This is an optimization exercise on Yosys and OpenROAD, whose aim is small area, a short achievable clock period and few clock cycles, not a production implementation.
In this exercise RTL edits were held to simulation tests only and were not proved equivalent to the original.

**design/flow/run.sh**
```bash
#!/bin/bash
# synth_recipe.tcl (not shown) runs the flow's synth.tcl, then flattens the netlist and writes it again
# the make line also repeats each setting of config.mk as NAME=value (left out here)
make -C /OpenROAD-flow-scripts/flow DESIGN_CONFIG=/design/flow/config.mk WORK_HOME=/design/flow/orfs CLKGATE_MAP_FILE= SYNTH_SCRIPT=/design/flow/synth_recipe.tcl finish
```
**design/flow/config.mk**
```make
export PLATFORM = sky130hd
export DESIGN_NAME = laser_dot_centroid_ranger
export DESIGN_NICKNAME = laser_dot_centroid_ranger
export VERILOG_FILES = /design/flow/design.v
export SDC_FILE = /design/flow/constraint.sdc
export NUM_CORES = 4
export LEC_CHECK = 0
export CAP_MARGIN = 20
export CORE_MARGIN = 2
export CORE_UTILIZATION = 40
export SLEW_MARGIN = 20
export SYNTH_MEMORY_MAX_BITS = 16384
```
**design/flow/constraint.sdc**
```tcl
create_clock -name core_clock -period 9.0 [get_ports {i_clk}]
set_input_delay 1.8000 -clock core_clock [delete_from_list [all_inputs] [get_ports {i_clk}]]
set_output_delay 1.8000 -clock core_clock [all_outputs]
set_load 0.01 [all_outputs]
```
**design/flow/design.v**
```verilog
package ldcr_pkg;
    localparam int COL_W  = 10;
    localparam int ROW_W  = 10;
    localparam int PIX_W  = 8;
    localparam int CNT_W  = 20;
    localparam int SUM_W  = 30;
    localparam int LEFT_W = 10;
    localparam int CROP_W = 11;
    localparam int COEF_W = 32;
endpackage
import ldcr_pkg::*;
module ldcr_pix (
    input  logic              i_clk,
    input  logic              i_rst_n,
    input  logic              i_vld,
    input  logic              i_last,
    input  logic [47:0]       i_data,
    input  logic [LEFT_W-1:0] i_left,
    input  logic [CROP_W-1:0] i_width,
    input  logic [CROP_W-1:0] i_rows,
    output logic              o_hit,
    output logic              o_last,
    output logic [COL_W-1:0]  o_col,
    output logic [ROW_W-1:0]  o_row,
    output logic              o_l1
);
    logic             r_v1, r_l1;
    logic [COL_W-1:0] r_c1;
    logic [ROW_W-1:0] r_r1;
    logic [PIX_W-1:0] r_b1, r_g1, r_red1;
    always_ff @(posedge i_clk) begin
        if (!i_rst_n) begin
            r_v1 <= 1'b0;
            r_l1 <= 1'b0;
        end else begin
            r_v1 <= i_vld;
            r_l1 <= i_vld && i_last;
        end
    end
    always_ff @(posedge i_clk) begin
        r_c1   <= i_data[9:0];
        r_r1   <= i_data[19:10];
        r_b1   <= i_data[27:20];
        r_g1   <= i_data[35:28];
        r_red1 <= i_data[43:36];
    end
    logic in_win;
    always_comb begin
        in_win = (r_c1 >= i_left)
              && ({2'b0, r_c1} < ({2'b0, i_left} + {1'b0, i_width}))
              && ({1'b0, r_r1} < i_rows);
    end
    logic               gt, rmax, rok, sat_lo, sat_hi, hue_lo, hue_hi, dm, dp, is_red;
    logic [PIX_W-1:0]   mn, mx, d;
    logic [2:0]         mlim;
    logic signed [17:0] sat_x;
    logic signed [15:0] hx, hy, hthr;
    always_comb begin
        gt   = r_g1 > r_b1;
        mn   = gt ? r_b1 : r_g1;
        mx   = gt ? r_g1 : r_b1;
        rmax = r_red1 >= mx;
        rok  = (r_red1 >= 8'd50) && (r_red1 <= 8'd250);
        d    = r_red1 - mn;
        sat_x  = 18'sd137 * $signed({10'b0, r_red1}) - 18'sd170 * $signed({10'b0, mn});
        sat_lo = !sat_x[17];
        if (r_red1 < 8'd57)       mlim = 3'd1;
        else if (r_red1 < 8'd114) mlim = 3'd2;
        else if (r_red1 < 8'd170) mlim = 3'd3;
        else if (r_red1 < 8'd226) mlim = 3'd4;
        else if (r_red1 == 8'd226) mlim = 3'd5;
        else if (r_red1 == 8'd227) mlim = 3'd4;
        else                      mlim = 3'd5;
        sat_hi = mn >= {5'b0, mlim};
        hx = 16'sd60 * $signed({8'b0, mx}) - 16'sd29 * $signed({8'b0, mn})
           - 16'sd31 * $signed({8'b0, r_red1});
        hy = 16'sd60 * $signed({8'b0, mx}) - 16'sd59 * $signed({8'b0, mn})
           - $signed({8'b0, r_red1});
        dm = (d == 8'd151) || (d == 8'd180) || (d == 8'd215)
          || (d == 8'd242) || (d == 8'd244) || (d == 8'd246);
        dp = (d == 8'd178) || (d == 8'd238);
        if (dm)      hthr = -16'sd8;
        else if (dp) hthr = 16'sd8;
        else if (gt) hthr = 16'sd0;
        else         hthr = 16'sd1;
        hue_hi = hx < hthr;
        hue_lo = (hy > 16'sd0) || ((hy == 16'sd0) && (gt || (d == 8'd180)));
        is_red = rmax && rok && sat_lo && sat_hi && hue_lo && hue_hi;
    end
    logic             r_h2, r_l2;
    logic [COL_W-1:0] r_c2;
    logic [ROW_W-1:0] r_r2;
    always_ff @(posedge i_clk) begin
        if (!i_rst_n) begin
            r_h2 <= 1'b0;
            r_l2 <= 1'b0;
        end else begin
            r_h2 <= r_v1 && in_win && is_red;
            r_l2 <= r_l1;
        end
    end
    always_ff @(posedge i_clk) begin
        r_c2 <= r_c1;
        r_r2 <= r_r1;
    end
    assign o_hit  = r_h2;
    assign o_last = r_l2;
    assign o_col  = r_c2;
    assign o_row  = r_r2;
    assign o_l1   = r_l1;
endmodule
import ldcr_pkg::*;
module ldcr_div (
    input  logic             i_clk,
    input  logic             i_load,
    input  logic [SUM_W-1:0] i_sum,
    input  logic             i_step,
    input  logic [CNT_W-1:0] i_dvs,
    output logic [COL_W-1:0] o_quo
);
    logic [SUM_W-1:0] r_c;
    logic [CNT_W:0]   sh, diff;
    logic             ge;
    always_comb begin
        sh   = {r_c[SUM_W-1:COL_W], r_c[COL_W-1]};
        diff = sh - {1'b0, i_dvs};
        ge   = !diff[CNT_W];
    end
    always_ff @(posedge i_clk) begin
        if (i_load) begin
            r_c <= i_sum;
        end else if (i_step) begin
            r_c <= {(ge ? diff[CNT_W-1:0] : sh[CNT_W-1:0]), r_c[COL_W-2:0], ge};
        end
    end
    assign o_quo = r_c[COL_W-1:0];
endmodule
import ldcr_pkg::*;
module ldcr_ctrl (
    input  logic i_clk,
    input  logic i_rst_n,
    input  logic i_s_tvalid,
    input  logic i_s_tlast,
    input  logic i_l1,
    input  logic i_l2,
    input  logic i_pend,
    input  logic i_free,
    input  logic i_snap,
    output logic o_s_tready
);
    logic       r_rdy, acc_last;
    logic [2:0] n_next;
    always_comb begin
        acc_last = i_s_tvalid && r_rdy && i_s_tlast;
        n_next   = 3'(acc_last) + 3'(i_l1) + 3'(i_l2 && !i_snap) + 3'(i_pend && !i_snap);
    end
    always_ff @(posedge i_clk) begin
        if (!i_rst_n) begin
            r_rdy <= 1'b1;
        end else begin
            r_rdy <= (n_next == 3'd0) || ((n_next == 3'd1) && i_free && !i_snap);
        end
    end
    assign o_s_tready = r_rdy;
endmodule
import ldcr_pkg::*;
module ldcr_dp (
    input  logic              i_clk,
    input  logic              i_rst_n,
    input  logic              i_hit,
    input  logic              i_last,
    input  logic [COL_W-1:0]  i_col,
    input  logic [ROW_W-1:0]  i_row,
    input  logic [COEF_W-1:0] i_off,
    input  logic [COEF_W-1:0] i_slope,
    input  logic [COEF_W-1:0] i_shift,
    input  logic              i_m_tready,
    output logic              o_free,
    output logic              o_snap,
    output logic              o_pend,
    output logic              o_m_tvalid,
    output logic [55:0]       o_m_tdata,
    output logic [1:0]        o_m_tuser
);
    typedef enum logic [3:0] {
        E_IDLE, E_CDIV, E_MINIT, E_DABS, E_MUL, E_NEG1, E_NEG2, E_DIV, E_FIN
    } t_est;
    logic [CNT_W-1:0] r_cnt, cnt_n;
    logic [SUM_W-1:0] r_csum, r_rsum, csum_n, rsum_n;
    logic             r_pend, add, snap, free;
    t_est             r_st;
    logic             r_ovld;
    always_comb begin
        add    = i_hit && (r_cnt != '1);
        cnt_n  = r_cnt + CNT_W'(add);
        csum_n = r_csum + (add ? SUM_W'(i_col) : '0);
        rsum_n = r_rsum + (add ? SUM_W'(i_row) : '0);
        free   = (r_st == E_IDLE) && !r_ovld;
        snap   = (i_last || r_pend) && free;
    end
    always_ff @(posedge i_clk) begin
        if (!i_rst_n || snap) begin
            r_cnt  <= '0;
            r_csum <= '0;
            r_rsum <= '0;
        end else begin
            r_cnt  <= cnt_n;
            r_csum <= csum_n;
            r_rsum <= rsum_n;
        end
    end
    always_ff @(posedge i_clk) begin
        if (!i_rst_n || snap) begin
            r_pend <= 1'b0;
        end else if (i_last) begin
            r_pend <= 1'b1;
        end
    end
    logic [33:0]      r_r;
    logic [31:0]      r_q, r_d;
    logic [ROW_W-1:0] r_cr;
    logic [4:0]       r_n;
    logic             r_dneg, r_dz, r_nneg, r_c, r_ofound, r_ook;
    logic [COL_W-1:0] cc;
    logic [33:0] a, b, s, sh;
    logic        ci, ge, neg;
    logic [16:0] dhi;
    always_comb begin
        sh  = {r_r[32:0], r_q[31]};
        neg = r_nneg ^ r_dneg;
        a   = sh;
        b   = ~{2'b0, r_d};
        ci  = 1'b1;
        unique case (r_st)
            E_DABS: begin
                a  = ~{2'b0, r_d};
                b  = '0;
            end
            E_MUL: begin
                a  = r_r;
                b  = r_q[0] ? {{2{i_slope[31]}}, i_slope} : '0;
                ci = 1'b0;
            end
            E_NEG1: begin
                a  = ~{2'b0, r_q};
                b  = '0;
            end
            E_NEG2: begin
                a  = ~r_r;
                b  = '0;
                ci = r_c;
            end
            E_FIN: begin
                a  = {2'b0, r_q} ^ {34{neg}};
                b  = '0;
                ci = neg;
            end
            default: ;
        endcase
        s   = a + b + 34'(ci);
        ge  = !s[33];
        dhi = {i_shift[31], i_shift[31:16]} + {7'b0, r_q[9:0]};
    end
    always_ff @(posedge i_clk) begin
        if (!i_rst_n) begin
            r_st     <= E_IDLE;
            r_ovld   <= 1'b0;
        end else begin
            if (r_ovld && i_m_tready) r_ovld <= 1'b0;
            unique case (r_st)
                E_IDLE: begin
                    if (snap) begin
                        if (cnt_n == '0) r_ovld <= 1'b1;
                        else r_st <= E_CDIV;
                    end
                end
                E_CDIV:  if (r_n == 5'd9) r_st <= E_MINIT;
                E_MINIT: r_st <= E_DABS;
                E_DABS:  r_st <= E_MUL;
                E_MUL:   if (r_n == 5'd15) r_st <= E_NEG1;
                E_NEG1:  r_st <= r_r[33] ? E_NEG2 : E_DIV;
                E_NEG2:  r_st <= E_DIV;
                E_DIV:   if (r_n == 5'd31) r_st <= E_FIN;
                E_FIN: begin
                    r_st   <= E_IDLE;
                    r_ovld <= 1'b1;
                end
                default: r_st <= E_IDLE;
            endcase
        end
    end
    always_ff @(posedge i_clk) begin
        unique case (r_st)
            E_IDLE: begin
                r_n <= '0;
                if (snap) begin
                    r_d      <= {12'b0, cnt_n};
                    r_r      <= {14'b0, rsum_n[SUM_W-1:COL_W]};
                    r_q      <= {rsum_n[COL_W-1:0], 22'b0};
                    r_cr     <= '0;
                    r_ofound <= cnt_n != '0;
                    r_ook    <= 1'b0;
                end
            end
            E_CDIV, E_DIV: begin
                r_n <= r_n + 1'b1;
                if (r_st == E_DIV && r_n == 5'd31) r_n <= '0;
                if (r_st == E_CDIV && r_n == 5'd9) r_n <= '0;
                r_r <= ge ? s : sh;
                r_q <= {r_q[30:0], ge};
            end
            E_MINIT: begin
                r_cr   <= r_q[9:0];
                r_r    <= {{2{i_off[31]}}, i_off};
                r_q    <= {22'b0, r_q[9:0]};
                r_d    <= {dhi[15:0], i_shift[15:0]};
                r_dneg <= dhi[16];
            end
            E_DABS: begin
                r_dz <= ({r_dneg, r_d} == '0);
                if (r_dneg) r_d <= s[31:0];
            end
            E_MUL: begin
                r_n <= r_n + 1'b1;
                if (r_n == 5'd15) r_n <= '0;
                r_r <= {s[33], s[33:1]};
                r_q <= {s[0], r_q[31:1]};
            end
            E_NEG1: begin
                r_nneg <= r_r[33];
                if (r_r[33]) begin
                    r_q <= s[31:0];
                    r_c <= !s[32];
                end
            end
            E_NEG2: begin
                r_r <= s;
            end
            E_FIN: begin
                if (r_dz)        r_r <= '0;
                else if (r_q[31]) r_r <= {2'b0, neg ? 32'h8000_0000 : 32'h7FFF_FFFF};
                else             r_r <= {2'b0, s[31:0]};
                r_ook <= !r_dz;
            end
            default: ;
        endcase
    end
    ldcr_div u_cdiv (
        .i_clk  (i_clk),
        .i_load (r_st == E_IDLE && snap),
        .i_sum  (csum_n),
        .i_step (r_st == E_CDIV),
        .i_dvs  (r_d[CNT_W-1:0]),
        .o_quo  (cc)
    );
    assign o_free     = free;
    assign o_snap     = snap;
    assign o_pend     = r_pend;
    assign o_m_tvalid = r_ovld;
    assign o_m_tdata  = {4'b0, r_r[31:0], r_cr, cc};
    assign o_m_tuser  = {r_ook, r_ofound};
endmodule
import ldcr_pkg::*;
module laser_dot_centroid_ranger (
    input  logic                 i_clk,
    input  logic                 i_rst_n,
    input  logic                 s_axis_tvalid,
    output logic                 s_axis_tready,
    input  logic [47:0]          s_axis_tdata,
    input  logic                 s_axis_tlast,
    output logic                 m_axis_tvalid,
    input  logic                 m_axis_tready,
    output logic [55:0]          m_axis_tdata,
    output logic [1:0]           m_axis_tuser,
    input  logic                 i_cfg_we,
    input  logic [2:0]           i_cfg_idx,
    input  logic [COEF_W-1:0]    i_cfg_data
);
    logic [LEFT_W-1:0] r_left;
    logic [CROP_W-1:0] r_width, r_rows;
    logic [COEF_W-1:0] r_off, r_slope, r_shift;
    always_ff @(posedge i_clk) begin
        if (!i_rst_n) begin
            r_left  <= LEFT_W'(224);
            r_width <= CROP_W'(192);
            r_rows  <= CROP_W'(479);
            r_off   <= '0;
            r_slope <= '0;
            r_shift <= '0;
        end else if (i_cfg_we) begin
            case (i_cfg_idx)
                3'd0: r_left  <= i_cfg_data[LEFT_W-1:0];
                3'd1: r_width <= i_cfg_data[CROP_W-1:0];
                3'd2: r_rows  <= i_cfg_data[CROP_W-1:0];
                3'd3: r_off   <= i_cfg_data;
                3'd4: r_slope <= i_cfg_data;
                3'd5: r_shift <= i_cfg_data;
                default: ;
            endcase
        end
    end
    logic             pix_acc, hit, last2, l1, free, snap, pend;
    logic [COL_W-1:0] col;
    logic [ROW_W-1:0] row;
    assign pix_acc = s_axis_tvalid && s_axis_tready;
    ldcr_ctrl u_ctrl (
        .i_clk      (i_clk),
        .i_rst_n    (i_rst_n),
        .i_s_tvalid (s_axis_tvalid),
        .i_s_tlast  (s_axis_tlast),
        .i_l1       (l1),
        .i_l2       (last2),
        .i_pend     (pend),
        .i_free     (free),
        .i_snap     (snap),
        .o_s_tready (s_axis_tready)
    );
    ldcr_pix u_pix (
        .i_clk   (i_clk),
        .i_rst_n (i_rst_n),
        .i_vld   (pix_acc),
        .i_last  (s_axis_tlast),
        .i_data  (s_axis_tdata),
        .i_left  (r_left),
        .i_width (r_width),
        .i_rows  (r_rows),
        .o_hit   (hit),
        .o_last  (last2),
        .o_col   (col),
        .o_row   (row),
        .o_l1    (l1)
    );
    ldcr_dp u_dp (
        .i_clk      (i_clk),
        .i_rst_n    (i_rst_n),
        .i_hit      (hit),
        .i_last     (last2),
        .i_col      (col),
        .i_row      (row),
        .i_off      (r_off),
        .i_slope    (r_slope),
        .i_shift    (r_shift),
        .i_m_tready (m_axis_tready),
        .o_free     (free),
        .o_snap     (snap),
        .o_pend     (pend),
        .o_m_tvalid (m_axis_tvalid),
        .o_m_tdata  (m_axis_tdata),
        .o_m_tuser  (m_axis_tuser)
    );
endmodule
```
==> run notes <==
* Clock latency reported for the late side of the worst-skew pair at between 600 and 700 ps
* Filler cells at approximately 7.9k
* Post-synthesis instance area at around 33000 sq um
* Maximum buffer depth of the clock tree at 3
* Sum of negative setup slack at 0 ps
* Worst Reg2Reg Path Length in Cells at 37
* Maximum operating frequency at roughly 0.12 GHz
* All-layer global routing usage at 0.245
* Met1 Usage GRT at 0.349
* Data required, critical path at ~9500 ps
* Final critical-path share of the clock period at 0.936
* Max cap viols at 0
* Critical-path top delay cell: fa_1
* Kind of cell adding the most delay to the critical path: compound AO/OA/AOI/OAI gates
* Total core area at roughly 81000 sq um
* Number of buffers added by the clock tree synthesis step at 50
* Via density at approximately 5.6
* Root buf cell: clkbuf_16
* #FFs+latches synth at 432
* Fraction of final layout cells sized beyond drive strength 1 at 0.0572
* Residual overflow from global routing at 0
* Slew @ Worst Pin at around 1100 ps
* Cells after DPL at between 4k and 5k
* Number of vias in the routed layout at 27.7k
* Total routed wirelength at between 100000 and 150000 um
* Post-synth top flop: dfxtp_1
* Category of the most critical setup path: reg2reg
* Hold path cells at 0
* Num ports at roughly 150
* Async SR Flop Fraction at 0
* Most utilized layer in the global route result: met2
* Total number of H-tree levels at 2
* Worst relative slew slack at 0.249
* Number of standard-cell rows in the floorplan at 104
* Detailed-routing iteration count for the pre-antenna-repair pass at 7
* Setup repair after global routing missed its margin: false
* Weighted congestion reported at the end of routability-driven placement at between 0.9 and 1
* Portion of the post-synthesis area used by sequential elements at 0.312
* Detail Placement HPWL at between 70000 and 80000 um
* DRC at 0
* Vias in the first global route at between 20k and 30k
* Fraction of met2 tracks used by global routing at 0.370
* Final Cell Area at 36700 sq um
* Placed cell areas at approximately 35000 sq um
* TritonCTS clock tree: built
* Max incr delay on CP at 510 ps
* Number of standard cells in the layout, taps in and fillers out at 4962
* Run status: timing/DRC/antenna clean
* Fraction of met3 tracks used by global routing at 0.0549
* Number of nets in the final layout at between 4k and 5k
* Clk pin slew, worst setup/hold paths at roughly 60 ps
* Chip Height at 289 um
* Synthesis-to-finish area growth at 12.9%
* Number of buffers and inverters on the critical path at 3
* Worst clock skew at 42.2 ps
* WL per Instance at approximately 21 um
* Antenna-violating nets left at 0
* Yosys warnings at 5
* Count of buffers inserted at the top-level ports at 140
* Worst path most repeated cell: ha_1
* Die area at 83600 sq um
* Number of unique standard cell types used by synthesis at just over 90
* Pin count of the biggest net entering global routing at between 100 and 150
* Capturing element type of the critical path: flip-flop
* Number of sinks on the clock net at between 400 and 500
* Critical-path maximum fanout at 8
* Startpoint types: flip-flop
* Final min period at 8420 ps
* Synthesized area divided by synthesized cell count at roughly 8.6 sq um
* Cell depth of the worst setup path at 37
* Initial core utilization at 0.404
* Overall die width at 289 um
* Violation count after the first detailed-routing iteration at ~2.4k
* EDFF count, synth at between 100 and 150
* Initial antenna violation count at 5
* Final Max Tran Viols at 0
* Total setup violations reported at the end of the flow at 0
* First-pass GRT wire length at roughly 160000 um
* Kind of path behind the tightest hold check: reg2reg
* Syn Inst Count at roughly 3.8k
* Total count of hold-check failures in the final report at 0
* Arrival time at the worst endpoint at a little under 9000 ps
## placed cells by master, fill, tap and decap left out, types with 19 or more instances in the layout
| cell type | n |
|---|---|
| a211oi_1 | 41 |
| nor3_1 | 26 |
| clkbuf_16 | 51 |
| clkbuf_1 | 21 |
| nand2b_1 | 33 |
| nor2_1 | 271 |
| buf_4 | 78 |
| nand2_1 | 465 |
| o211ai_1 | 32 |
| a21oi_1 | 262 |
| and3_1 | 35 |
| nand4_1 | 31 |
| edfxtp_1 | 149 |
| nand3_1 | 64 |
| nor2b_1 | 46 |
| o21ai_0 | 183 |
| o21a_1 | 19 |
| ha_1 | 367 |
| fa_1 | 86 |
| inv_1 | 338 |
| o221ai_1 | 46 |
| a221oi_1 | 29 |
| xor2_1 | 82 |
| and2_1 | 44 |
| a21boi_0 | 128 |
| a22oi_1 | 30 |
| dfxtp_1 | 282 |
| o21bai_1 | 48 |
| a21o_1 | 66 |
| xnor2_1 | 130 |
| clkdlybuf4s50_1 | 139 |
| a31oi_1 | 29 |
## final cells by class
cell class / instances / area (sq um) / share of cell area
antenna: 1 / 2.50 / 0.0000681
clock buffer: 80 / 1470 / 0.0399
clock inverter: 14 / 178 / 0.00484
inverter: 342 / 1290 / 0.0350
multi-input combinational: 2814 / 20300 / 0.553
sequential: 432 / 10100 / 0.276
tap: 1060 / 1330 / 0.0361
timing repair buffer: 219 / 2010 / 0.0547
## per-stage QoR
stage / utilization / setup WS, ps / hold WS (ps)
2_1_floorplan: - / 869 / 323
3_3_place_gp: 0.435 / 558 / 340
3_5_place_dp: 0.435 / 477 / 347
4_1_cts: 0.456 / 411 / 357
5_1_grt: 0.456 / 23.3 / 368
6_report: 0.456 / 579 / 355
## worst reg2reg max path: cells and delay by family (launching register included)
kind	cells	cell delay (ps)
DFF	1	340
xor gates and xnor gates	2	320
buffers and inverters	3	320
AOI/OAI and AO/OA	14	2870
and+or+nand+nor	10	1890
adders and majority gates	8	2640
## per-layer routing
metal / part of all wire / wire (um)
met4: 0.030 / 3060
met1: 0.45 / 46200
met5: 0.00058 / 60
met2: 0.43 / 44600
met3: 0.093 / 9690
## worst paths after layout
path,from,to,slack [ps]
worst min-delay path,u_pix.r_c1[0],u_pix.r_c2[0],360
worst max-delay path,u_pix.r_b1[5],u_pix.r_h2,580
worst min register to register,u_pix.r_c1[0],u_pix.r_c2[0],360
worst max register to register,u_pix.r_b1[5],u_pix.r_h2,580
## cell families (layout without fill, tap and decap cells)
| group | after synthesis | in the layout | synth area share |
|---|---|---|---|
| and+or+nand+nor | 1096 | 1096 | 0.152 |
| muxes | 21 | 21 | 0.00688 |
| xor gates and xnor gates | 214 | 214 | 0.0581 |
| buffers and inverters | 537 | 655 | 0.0678 |
| adders and majority gates | 453 | 453 | 0.194 |
| AOI/OAI and AO/OA | 1026 | 1026 | 0.209 |
| other | 1 | 5 | 0.000115 |
| DFF | 432 | 432 | 0.312 |
## synth_stat cells, drive strengths merged (19+ instances only)
| library cell | instances | area, sq um |
|---|---|---|
| o21ai | 189 | 953 |
| a21o | 66 | 495 |
| nor3 | 29 | 150 |
| nand2 | 466 | 1750 |
| a31oi | 31 | 200 |
| ha | 367 | 4590 |
| a211oi | 42 | 328 |
| nand4 | 31 | 194 |
| inv | 338 | 1270 |
| and3 | 36 | 226 |
| and2 | 45 | 282 |
| a21oi | 267 | 1350 |
| o21bai | 48 | 360 |
| dfxtp | 283 | 5670 |
| xor2 | 82 | 718 |
| o211ai | 33 | 253 |
| o21a | 19 | 143 |
| edfxtp | 149 | 4470 |
| nor2b | 46 | 288 |
| a221oi | 30 | 269 |
| buf | 63 | 428 |
| o221ai | 46 | 403 |
| a22oi | 30 | 225 |
| clkbuf | 132 | 495 |
| xnor2 | 131 | 1150 |
| nand3 | 67 | 340 |
| a21boi | 128 | 961 |
| nand2b | 33 | 206 |
| fa | 86 | 1720 |
| nor2 | 276 | 1050 |
## state kept, by name, summed over array words and instances, names as in the netlist, 11 cells and up
name             cells
u_dp.r_csum         30
u_dp.r_cnt          20
u_dp.r_r            34
u_dp.r_d            32
u_dp.r_q            32
r_slope             32
r_off               32
r_rows              11
r_width             11
r_shift             32
u_dp.r_rsum         30
u_dp.u_cdiv.r_c     30
## timing repair
action	4_1_cts	5_1_grt
setup endpoints to repair	0	1
buffers inserted	0	0
hold buffers	0	0
resized for setup	0	5
Testbench counts, summed over its fixed seeds: cycles 42,776.

## separate check: timing with driven ports
No port has a modelled driver above. Below, the same layout with a new extraction and two added sets of constraints. Step 1: set_driving_cell puts a clkbuf_16 on i_clk and a buf_2 on each other input, an assumption about the parent block. Step 2 also shifts input and output timing later by t, the mid clock arrival at the registers, as if the neighbouring blocks saw the same clock. Three values: ideal, step 1, step 2; two values: the first two.
t (ns): 0.688
setup WS [ns]: 0.579 / 0.579 / 0.579
clock arrival spread, ns: 0.043 / 0.043
cell pins on the clock port's net: 1
After both steps setup and hold are still met in this run. For this run, drivers alone change the setup slack by 0.000 ns; drivers and shift together by 0.000 ns.
